Context: an optimization exercise on an open-source flow, tuned for small area and a short achievable clock period. The choices shown serve that exercise and are no tape-out recipe. Where RTL was checked, it was by simulation tests only, not by an equivalence proof against the original. Power and IR drop assume default switching activity.

red:
// riscv_trace_buffer
module riscv_trace_buffer #(
  parameter int XLEN       = 32,
  parameter int NUM_REGS   = 4,
  parameter int DEPTH      = 16,
  parameter int POST_DEPTH = 8
) (
  input  logic                     clk,
  input  logic                     reset,
  input  logic [XLEN-1:0]          pc_dbg,
  input  logic [XLEN-1:0]          instr_dbg,
  input  logic [NUM_REGS*XLEN-1:0] regs_dbg,
  input  logic                     arm,
  input  logic                     clear,
  input  logic                     mode,
  input  logic                     trig_en,
  input  logic [XLEN-1:0]          trig_pc,
  output logic                     busy,
  output logic                     triggered,
  output logic                     wrapped,
  output logic                     rd_valid,
  input  logic                     rd_ready,
  output logic [XLEN-1:0]          rd_pc,
  output logic [XLEN-1:0]          rd_instr,
  output logic [NUM_REGS*XLEN-1:0] rd_regs,
  output logic                     rd_last
);
export LEC_CHECK = 0
export CAP_MARGIN = 20
export CORE_MARGIN = 2
export CORE_UTILIZATION = 60
export CTS_CLUSTER_DIAMETER = 80
export CTS_CLUSTER_SIZE = 30
export SETUP_SLACK_MARGIN = 3.2
export SLEW_MARGIN = 20
create_clock -name core_clock -period 5.5 [get_ports {clk}]
standard.sh (not shown) runs the stock make flow with config.mk's settings and CLKGATE_MAP_FILE= SYNTH_SCRIPT=/design/flow/synth_recipe.tcl, a recipe that flattens the netlist after the stock synthesis.
==> flow/flow/run.sh <==
#!/bin/bash
# Own layout flow: the standard ORFS flow (standard.sh, unchanged synthesis), with the port
# buffers made from a plain buffer cell instead of the one buffer_ports picks on its own, and
# the resizer allowed to swap cells across footprints. Every port still gets its buffer.
set -euo pipefail
cd "$(dirname "$0")/.."
bash standard.sh \
  "BUFFER_PORTS_ARGS=-buffer_cell sky130_fd_sc_hd__buf_2" \
  MATCH_CELL_FOOTPRINT=0 \
  finish > flow_standard.log 2>&1
Having completed the whole flow, red delivered a layout that passed the timing, design-rule and antenna checks.
The inputs of blue differ from those of red as listed below.
==> flow/run.sh (new file) <==
#!/bin/bash
# synth_recipe.tcl (not shown) runs the flow's synth.tcl, then flattens the netlist and writes it again
# the make line also repeats each setting of config.mk as NAME=value (left out here)
make -C /OpenROAD-flow-scripts/flow DESIGN_CONFIG=/design/flow/config.mk WORK_HOME=/design/flow/orfs CLKGATE_MAP_FILE= SYNTH_SCRIPT=/design/flow/synth_recipe.tcl finish
removed: flow/flow/run.sh
removed: flow/standard.sh
## What came out
Having completed the whole flow, blue delivered a layout that passed the timing, design-rule and antenna checks.
| wire length of the first global-routing pass | blue vs red | 5200 um lower |
Compared with red, in blue final area grew by 0.86%, count of antenna diodes in the layout grew by 1, net switching share of the total power held steady.
No functional check of the RTL was part of any run of this note.

========
Setup of oak:
riscv_trace_buffer, a different RTL version from the one above (not shown whole).
Size: about 3,100 flip-flops, about 430 I/O pins, about 100,000 um^2 of cells after synthesis.
## riscv_trace_buffer
module riscv_trace_buffer #(
  parameter int XLEN       = 32,
  parameter int NUM_REGS   = 4,
  parameter int DEPTH      = 16,
  parameter int POST_DEPTH = 8
) (
  input  logic                     clk,
  input  logic                     reset,
  input  logic [XLEN-1:0]          pc_dbg,
  input  logic [XLEN-1:0]          instr_dbg,
  input  logic [NUM_REGS*XLEN-1:0] regs_dbg,
  input  logic                     arm,
  input  logic                     clear,
  input  logic                     mode,
  input  logic                     trig_en,
  input  logic [XLEN-1:0]          trig_pc,
  output logic                     busy,
  output logic                     triggered,
  output logic                     wrapped,
  output logic                     rd_valid,
  input  logic                     rd_ready,
  output logic [XLEN-1:0]          rd_pc,
  output logic [XLEN-1:0]          rd_instr,
  ...
clock: 5.5 ns
lec_check: 0
cap_margin: 20
core_margin: 2
core_utilization: 60
cts_cluster_diameter: 80
cts_cluster_size: 30
setup_slack_margin: 3.0
slew_margin: 20
tns_end_percent: 10
run.sh (not shown) runs the stock make flow with config.mk's settings and CLKGATE_MAP_FILE= SYNTH_SCRIPT=/design/flow/synth_recipe.tcl, a recipe that flattens the netlist after the stock synthesis.
Stock flow here: none of the scripts above is used.
Relative to oak, the following input files were edited for pine:
- removing TNS_END_PERCENT (formerly 10)
Findings:
From oak to pine the numbers moved as follows: pin count of the biggest net entering global routing lower; register-to-register slack picked up an extra 0.04 ns; clock buffer count from CTS closely matched the old numbers; total power draw climbed about 0.5%; synthesis-to-layout area growth increased 0.47 points. Any difference in share of cell area taken by multi-input logic gates between pine and oak is small enough to ignore.
Here is what was changed in the inputs of birch compared with pine.
- CTS_CLUSTER_DIAMETER changed from 80 to 70
- CORE_UTILIZATION changed from 60 to 70
- CTS_CLUSTER_SIZE changed from 30 to 28
Results
pine → birch: worst slack on hold paths higher; worst supply voltage drop on vdd shows an increase of 0.0000039 V. Between birch and pine, the difference in total power per unit cell area is negligible. Per the comparison of birch with pine, number of instances in the placed design went down by 309, sequential cell area in the final layout was more or less identical, worst setup slack went up by 0.022 ns, first-pass GRT wire length went down by about 0.8%, fraction of layout cells with a size suffix above 1 went down by 0.43 points. Area: birch vs pine -> birch smaller. Going from pine to birch, proportion of power drawn by the clock network saw a decrease; netlist area before placement saw little to no change.

-- afterwards: timing with drivers on the ports --
In the flow no input, the clock included, has a driving cell. The finished layouts below were timed again as built, in two steps.
Step 1: set_driving_cell puts a clkbuf_16 on clk and a buf_2 on each other input, an assumption about the parent block.
Step 2, shift: input delay + t, output delay - t, t = (earliest + latest rising clock arrival at the registers) / 2. This alone moves slack from input paths to output paths.
Three values: no drivers, after step 1, after step 2; two values: the first two.
run | shift t [ns] | setup slack, ns | worst hold slack (ns) | worst setup path at the end | worst slew at a driven data input, ns
red | 0.895 | 2.982 / 2.896 / 2.319 | 0.296 / 0.237 / 0.403 | input to register | 0.17
blue | 0.857 | 3.008 / 2.924 / 2.223 | 0.413 / 0.413 / 0.413 | input to register | 0.18
oak | 0.899 | 2.832 / 2.780 / 1.972 | 0.397 / 0.397 / 0.397 | input to register | 0.20
pine | 0.897 | 2.950 / 2.867 / 2.171 | 0.395 / 0.395 / 0.395 | input to register | 0.19
birch | 0.871 | 2.972 / 2.889 / 2.169 | 0.417 / 0.417 / 0.417 | input to register | 0.17
After both steps every run listed still meets setup and hold. For oak, which loses most, drivers alone change the setup slack by -0.052 ns; drivers and shift together by -0.860 ns.
